Source: an optimization exercise on an open RTL-to-GDS flow (aim: small area). Production flows keep margins and buffers that such runs may drop. Only simulation tests tie the RTL to the original design; equivalence was not proved. No activity file was given, so power comes from the tool's default toggle rates.

== lagoon ==
==> flow/design.v <==
`timescale 1ns/10ps
package sniff_pkg;
   typedef enum logic [7:0] {
      icmp = 8'd1,
      tcp  = 8'd6,
      udp  = 8'd17,
      sctp = 8'd132
   } ip_proto_t;
   typedef enum logic [2:0] {
      skip_hdr,      
      word2_ver,     
      word3_proto,   
      word4_ip,      
      word5_port,    
      payload        
   } parse_state_t;
   typedef struct packed {
      logic [32-1:0]   src_ip;
      logic [32-1:0]   dst_ip;
      logic [16-1:0] src_port;
      logic [16-1:0] dst_port;
      logic [16-1:0] length;
      logic [16-1:0] seq_hi;
   } tcp_flow_t;
endpackage
`timescale 1ns/10ps
module pkt_fifo (
   input  logic [2:0] d,       
   input  logic [2:0] sel,     
   output logic       y_n      
);
   assign y_n = !((d[0] && sel[0]) || (d[1] && sel[1]) || (d[2] && sel[2]));
endmodule
`timescale 1ns/10ps
module hdr_parser #(
   parameter int W = 1
) (
   input  logic         clk,
   input  logic         ld,
   input  logic         keep,
   input  logic [W-1:0] d,
   output logic [W-1:0] q
);
   always_ff @(posedge clk) begin
      q <= ({W{ld}} & d) | ({W{keep}} & q);
   end
endmodule
`timescale 1ns/10ps
module proto_stats #(
   parameter bit ODD = 1'b0
) (
   input  logic clk,
   input  logic reset,
   input  logic run,      
   input  logic cin,      
   output logic q,        
   output logic cout      
);
   logic d;
   always_ff @(posedge clk) begin
      q <= d;
   end
   if (!ODD) begin : g_even
      logic c_n;
      sniff_nand2 u_c (.a(cin), .b(q), .y(c_n));
      sniff_o211a u_d (.a1(q), .a2(cin), .b(c_n), .c(run), .y(d));
      assign cout = c_n;
   end else begin : g_odd
      logic c, t;
      sniff_andn u_c (.a(q), .b(cin), .y(c));
      sniff_andn u_t (.a(cin), .b(q), .y(t));
      sniff_nor3 u_d (.a(reset), .b(c), .c(t), .y(d));
      assign cout = c;
   end
endmodule
module sniff_nand2 (input logic a, input logic b, output logic y);
   assign y = !(a && b);
endmodule
module sniff_o211a (input logic a1, input logic a2, input logic b, input logic c,
                    output logic y);
   assign y = (a1 || a2) && b && c;
endmodule
module sniff_andn (input logic a, input logic b, output logic y);
   assign y = a && !b;
endmodule
module sniff_nor3 (input logic a, input logic b, input logic c, output logic y);
   assign y = !(a || b || c);
endmodule
`timescale 1ns/10ps
module pkt_sniffer (
   input  logic                     clk,
   input  logic                     reset,
   input  logic [64-1:0] in_data,
   input  logic [8-1:0] in_ctrl,
   input  logic                     in_wr,
   output logic                     in_rdy,
   output logic [64-1:0] out_data,
   output logic [8-1:0] out_ctrl,
   output logic                     out_wr,
   input  logic                     out_rdy,
   output logic [16-1:0]  pkt_count,
   output logic [16-1:0]  tcp_count,
   output logic [16-1:0]  udp_count,
   output logic [16-1:0]  icmp_count,
   output logic [16-1:0]  sctp_count,
   output logic [32-1:0]   flow_src_ip,
   output logic [32-1:0]   flow_dst_ip,
   output logic [16-1:0] flow_src_port,
   output logic [16-1:0] flow_dst_port,
   output logic [16-1:0] flow_length,
   output logic [16-1:0] flow_seq_hi,
   output logic                     flow_valid
);
   localparam int W = 64 + 8;
   localparam int N = 6;    
   logic [W-1:0] mem [N];
   logic [2:0]   wp, rp;        
   logic         full;        
   logic [N-1:0] wsel, rsel;
   logic [W-1:0] head;
   logic         accept;
   function automatic logic [N-1:0] jdec(input logic [2:0] q);
      jdec[0] = !q[2] && !q[0];
      jdec[1] =  q[0] && !q[1];
      jdec[2] =  q[1] && !q[2];
      jdec[3] =  q[2] &&  q[0];
      jdec[4] =  q[1] && !q[0];
      jdec[5] =  q[2] && !q[1];
   endfunction
   assign wsel   = jdec(wp);
   assign rsel   = jdec(rp);
   assign in_rdy = !full;
   assign accept = ((wp != rp) || full) && out_rdy;
   assign out_wr = accept;
   for (genvar b = 0; b < W; b++) begin : g_rd
      logic lo_n, hi_n;
      pkt_fifo rd_lo (.d({mem[2][b], mem[1][b], mem[0][b]}), .sel(rsel[2:0]), .y_n(lo_n));
      pkt_fifo rd_hi (.d({mem[5][b], mem[4][b], mem[3][b]}), .sel(rsel[5:3]), .y_n(hi_n));
      assign head[b] = !(lo_n && hi_n);
   end
   assign out_data = head[W-1:8];
   assign out_ctrl = head[8-1:0];
   logic [N-1:0] we, keep;
   assign we   = wsel & {N{in_wr}};
   assign keep = ~we;
   for (genvar i = 0; i < N; i++) begin : g_mem
      hdr_parser #(.W(W)) entry (
         .clk  (clk),
         .ld   (we[i]),
         .keep (keep[i]),
         .d    ({in_data, in_ctrl}),
         .q    (mem[i])
      );
   end
   always_ff @(posedge clk) begin
      if (reset) begin
         wp   <= '0;
         rp   <= '0;
         full <= 1'b0;
      end else begin
         if (in_wr) begin
            wp <= {wp[1:0], !wp[2]};
         end
         if (accept) begin
            rp <= {rp[1:0], !rp[2]};
         end
         if (accept) begin
            full <= 1'b0;
         end else if (in_wr) begin
            full <= ({wp[1:0], !wp[2]} == rp);
         end
      end
   end
   logic [64-1:0] hd;
   logic                     hc_zero;
   sniff_pkg::parse_state_t  state, state_next;
   logic                     take_start, take_proto, take_word4, take_word5;
   assign hd      = out_data;
   assign hc_zero = (out_ctrl == '0);
   assign take_start = accept && (state == sniff_pkg::skip_hdr) && hc_zero;
   assign take_proto = accept && (state == sniff_pkg::word3_proto);
   assign take_word4 = accept && (state == sniff_pkg::word4_ip);
   assign take_word5 = accept && (state == sniff_pkg::word5_port);
   always_comb begin
      state_next = state;
      if (accept) begin
         case (state)
            sniff_pkg::skip_hdr:    if (hc_zero) state_next = sniff_pkg::word2_ver;
            sniff_pkg::word2_ver:   state_next = (hd[15:12] == 4'd4) ?
                                                 sniff_pkg::word3_proto : sniff_pkg::payload;
            sniff_pkg::word3_proto: state_next = (hd[7:0] == 8'd6) ?
                                                 sniff_pkg::word4_ip : sniff_pkg::payload;
            sniff_pkg::word4_ip:    state_next = sniff_pkg::word5_port;
            sniff_pkg::word5_port:  state_next = sniff_pkg::payload;
            sniff_pkg::payload:     if (!hc_zero) state_next = sniff_pkg::skip_hdr;
            default:                state_next = sniff_pkg::skip_hdr;
         endcase
      end
   end
   always_ff @(posedge clk) begin
      if (reset) begin
         state <= sniff_pkg::skip_hdr;
      end else begin
         state <= state_next;
      end
   end
   logic f_ld, f_keep;
   assign f_ld   = take_word5 && !reset;
   assign f_keep = !take_word5 && !reset;
   always_ff @(posedge clk) begin
      if (reset) begin
         flow_valid <= 1'b0;
      end else begin
         flow_valid <= take_word5;
      end
   end
   logic [15:0]  len_q;
   logic [31:0]  src_ip_q;
   logic [15:0]  dst_hi_q;
   hdr_parser #(.W(16)) len0 (
      .clk (clk), .ld (take_proto), .keep (!take_proto),
      .d   (hd[63:48]), .q (len_q)
   );
   hdr_parser #(.W(48)) word4 (
      .clk (clk), .ld (take_word4), .keep (!take_word4),
      .d   (hd[47:0]), .q ({src_ip_q, dst_hi_q})
   );
   hdr_parser #(.W(128)) flow0 (
      .clk  (clk),
      .ld   (f_ld),
      .keep (f_keep),
      .d    ({src_ip_q, dst_hi_q, hd[63:48], hd[47:32], hd[31:16], len_q, hd[15:0]}),
      .q    ({flow_src_ip, flow_dst_ip, flow_src_port, flow_dst_port, flow_length, flow_seq_hi})
   );
   logic is_tcp, is_udp, is_icmp, is_sctp;
   assign is_tcp  = take_proto && (hd[7:0] == 8'd6);
   assign is_udp  = take_proto && (hd[7:0] == 8'd17);
   assign is_icmp = take_proto && (hd[7:0] == 8'd1);
   assign is_sctp = take_proto && (hd[7:0] == 8'd132);
   logic [4:0][16:0] cnt_c;
   logic [4:0][15:0] cnt_q;
   assign {pkt_count, tcp_count, udp_count, icmp_count, sctp_count} = cnt_q;
   assign cnt_c[4][0] = take_start;
   assign cnt_c[3][0] = is_tcp;
   assign cnt_c[2][0] = is_udp;
   assign cnt_c[1][0] = is_icmp;
   assign cnt_c[0][0] = is_sctp;
   for (genvar k = 0; k < 5; k++) begin : g_cnt
      for (genvar b = 0; b < 16; b++) begin : g_bit
         proto_stats #(.ODD(b % 2)) cb (
            .clk   (clk),
            .reset (reset),
            .run   (!reset),
            .cin   (cnt_c[k][b]),
            .q     (cnt_q[k][b]),
            .cout  (cnt_c[k][b+1])
         );
      end
   end
endmodule
export LEC_CHECK = 0
export CAP_MARGIN = 20
export CORE_MARGIN = 2
export CORE_UTILIZATION = 45
export SLEW_MARGIN = 20
export SYNTH_HIERARCHICAL = 1
create_clock -name core_clock -period 6.0 [get_ports {clk}]
standard.sh (not shown) runs the stock make flow with config.mk's settings and CLKGATE_MAP_FILE= SYNTH_SCRIPT=/design/flow/synth_recipe.tcl, a recipe that flattens the netlist after the stock synthesis.
==> flow/flow/run.sh <==
#!/bin/bash
# Standard layout with three changes: the smallest buffer on each port, a
# clock tree of clkbuf_8 without dummy loads, and every combinational cell
# of the synthesised netlist taken down to its smallest size before
# placement (repair and timing repair size up again where needed).
set -euo pipefail
ARGS=(
  "BUFFER_PORTS_ARGS=-buffer_cell sky130_fd_sc_hd__buf_1"
  "CTS_ARGS=-sink_clustering_enable -repair_clock_nets -dont_use_dummy_load -buf_list sky130_fd_sc_hd__clkbuf_8 -sink_buffer_max_cap_derate 1.0 -sink_clustering_size 16 -sink_clustering_max_diameter 80"
)
bash standard.sh "${ARGS[@]}" synth floorplan > orfs_synth_floorplan.log 2>&1
R=orfs/results/sky130hd/pkt_sniffer/base
IN_ODB=$R/2_floorplan.odb OUT_ODB=$R/2_floorplan.odb openroad -no_init -exit flow/downsize.tcl > downsize.log 2>&1
bash standard.sh "${ARGS[@]}" finish > orfs_finish.log 2>&1
==> flow/flow/downsize.tcl <==
# Downsize every combinational cell to the smallest variant of its function
read_db $::env(IN_ODB)
read_liberty /OpenROAD-flow-scripts/flow/platforms/sky130hd/lib/sky130_fd_sc_hd__tt_025C_1v80.lib
set db [ord::get_db]
set libs [$db getLibs]
# smallest master per base name
array set best {}
foreach lib $libs {
  foreach m [$lib getMasters] {
    set n [$m getName]
    if {[regexp {^(sky130_fd_sc_hd__[a-z0-9]+)_([0-9]+)$} $n -> base sz]} {
      set a [expr {[$m getWidth] * [$m getHeight]}]
      if {![info exists best($base)] || $a < [lindex $best($base) 1]} {
        set best($base) [list $n $a]
      }
    }
  }
}
set cnt 0

set block [[$db getChip] getBlock]
foreach inst [$block getInsts] {
  set m [$inst getMaster]
  set n [$m getName]
  if {![regexp {^(sky130_fd_sc_hd__([a-z0-9]+))_([0-9]+)$} $n -> base kind sz]} continue
  if {[regexp {^(df|edf|sdf|dl|sedf|tap|fill|decap|conb|diode|clkdly|dlygate|dlymetal|lpflow|probe)} $kind]} continue
  if {![info exists best($base)]} continue
  set bn [lindex $best($base) 0]
  if {$bn eq $n} continue
  set bm [$db findMaster $bn]
  if {[$bm getWidth] * [$bm getHeight] >= [$m getWidth] * [$m getHeight]} continue
  if {[catch {$inst swapMaster $bm} err]} { puts "fail $n -> $bn: $err"; continue }
  incr cnt
}
puts "downsized $cnt instances"
write_db $::env(OUT_ODB)
> inputs changed (lagoon -> onyx)
--- a/flow/design.v
+++ b/flow/design.v
@@ -172,49 +172,52 @@
       end
    end
    logic [64-1:0] hd;
    logic                     hc_zero;
-   sniff_pkg::parse_state_t  state, state_next;
-   logic                     take_start, take_proto, take_word4, take_word5;
+   localparam logic [2:0] SKIP_HDR   = 3'd0;
+   localparam logic [2:0] WORD2      = 3'd1;
+   localparam logic [2:0] WORD3      = 3'd2;
+   localparam logic [2:0] WORD4      = 3'd3;
+   localparam logic [2:0] WORD5      = 3'd4;
+   localparam logic [2:0] PAYLOAD    = 3'd5;
+   localparam logic [2:0] PAYLOAD_FV = 3'd6;
+   logic [2:0] state, state_next;
+   logic       take_start, take_proto, take_word4, take_word5;
    assign hd      = out_data;
    assign hc_zero = (out_ctrl == '0);
-   assign take_start = accept && (state == sniff_pkg::skip_hdr) && hc_zero;
-   assign take_proto = accept && (state == sniff_pkg::word3_proto);
-   assign take_word4 = accept && (state == sniff_pkg::word4_ip);
-   assign take_word5 = accept && (state == sniff_pkg::word5_port);
+   assign take_start = accept && (state == SKIP_HDR) && hc_zero;
+   assign take_proto = accept && (state == WORD3);
+   assign take_word4 = accept && (state == WORD4);
+   assign take_word5 = accept && (state == WORD5);
    always_comb begin
       state_next = state;
+      if (state == PAYLOAD_FV) begin
+         state_next = PAYLOAD;
+      end
       if (accept) begin
          case (state)
-            sniff_pkg::skip_hdr:    if (hc_zero) state_next = sniff_pkg::word2_ver;
-            sniff_pkg::word2_ver:   state_next = (hd[15:12] == 4'd4) ?
-                                                 sniff_pkg::word3_proto : sniff_pkg::payload;
-            sniff_pkg::word3_proto: state_next = (hd[7:0] == 8'd6) ?
-                                                 sniff_pkg::word4_ip : sniff_pkg::payload;
-            sniff_pkg::word4_ip:    state_next = sniff_pkg::word5_port;
-            sniff_pkg::word5_port:  state_next = sniff_pkg::payload;
-            sniff_pkg::payload:     if (!hc_zero) state_next = sniff_pkg::skip_hdr;
-            default:                state_next = sniff_pkg::skip_hdr;
+            SKIP_HDR:   if (hc_zero) state_next = WORD2;
+            WORD2:      state_next = (hd[15:12] == 4'd4) ? WORD3 : PAYLOAD;
+            WORD3:      state_next = (hd[7:0] == 8'd6) ? WORD4 : PAYLOAD;
+            WORD4:      state_next = WORD5;
+            WORD5:      state_next = PAYLOAD_FV;
+            PAYLOAD, PAYLOAD_FV:
+                        if (!hc_zero) state_next = SKIP_HDR;
+            default:    state_next = SKIP_HDR;
          endcase
       end
    end
    always_ff @(posedge clk) begin
       if (reset) begin
-         state <= sniff_pkg::skip_hdr;
+         state <= SKIP_HDR;
       end else begin
          state <= state_next;
       end
    end
+   assign flow_valid = (state == PAYLOAD_FV);
    logic f_ld, f_keep;
    assign f_ld   = take_word5 && !reset;
    assign f_keep = !take_word5 && !reset;
-   always_ff @(posedge clk) begin
-      if (reset) begin
-         flow_valid <= 1'b0;
-      end else begin
-         flow_valid <= take_word5;
-      end
-   end
    logic [15:0]  len_q;
    logic [31:0]  src_ip_q;
    logic [15:0]  dst_hi_q;
    hdr_parser #(.W(16)) len0 (
==> comparison <==
Of onyx and lagoon, lagoon shows the higher number of fill cells in the layout, with onyx below it.
First-iteration DRC count (onyx / lagoon): 1.2
Global-route track usage on met2 delta for onyx relative to lagoon: 1.2 points lower
Diff lagoon -> onyx: clock share of power shrank by 0.2 points; routed wire length held steady.
Clock-buffer cell count: onyx and lagoon compared, higher one is lagoon
NOTE final non-filler cell total lagoon->onyx decreased slightly
lagoon and onyx ended up with roughly the same register-to-register path setup slack.
Count of plain and timing-repair buffers in the layout came out lower on onyx than on lagoon.
Compare onyx and lagoon | power share of the sequential group lower: lagoon
[diff] wire length of the first global-routing pass, onyx relative to lagoon: improvement
g_cnt[4].g_bit[15].cb.q as the endpoint of the most critical setup path was reported by lagoon, and g_cnt[3].g_bit[15].cb.q by onyx.

-- what the ideal ports hide --
In the flow no input, the clock included, has a driving cell. The finished layouts below were timed again as built, in two steps.
Step 1 sets driving cells, clkbuf_16 on the clock port and buf_2 on the other inputs (assumed; they add their load-dependent delay and slew).
Step 2 adds t to the input delays and takes it off the output delays; t is the mean of the earliest and latest rising clock arrival at the registers after step 1. Input paths then give back, and output paths get back, about the clock's delay inside the block.
Slacks: ideal / step 1 / step 2; pairs: ideal / step 1.
run | t (ns) | slack for setup (ns) | latest minus earliest clock arrival (ns) | pins driven straight from the clock port
lagoon | 0.716 | 0.548 / 0.548 / 0.548 | 0.071 / 0.070 | 1
onyx | 0.723 | 0.539 / 0.539 / 0.539 | 0.030 / 0.030 | 1
After both steps every run listed still meets setup and hold.
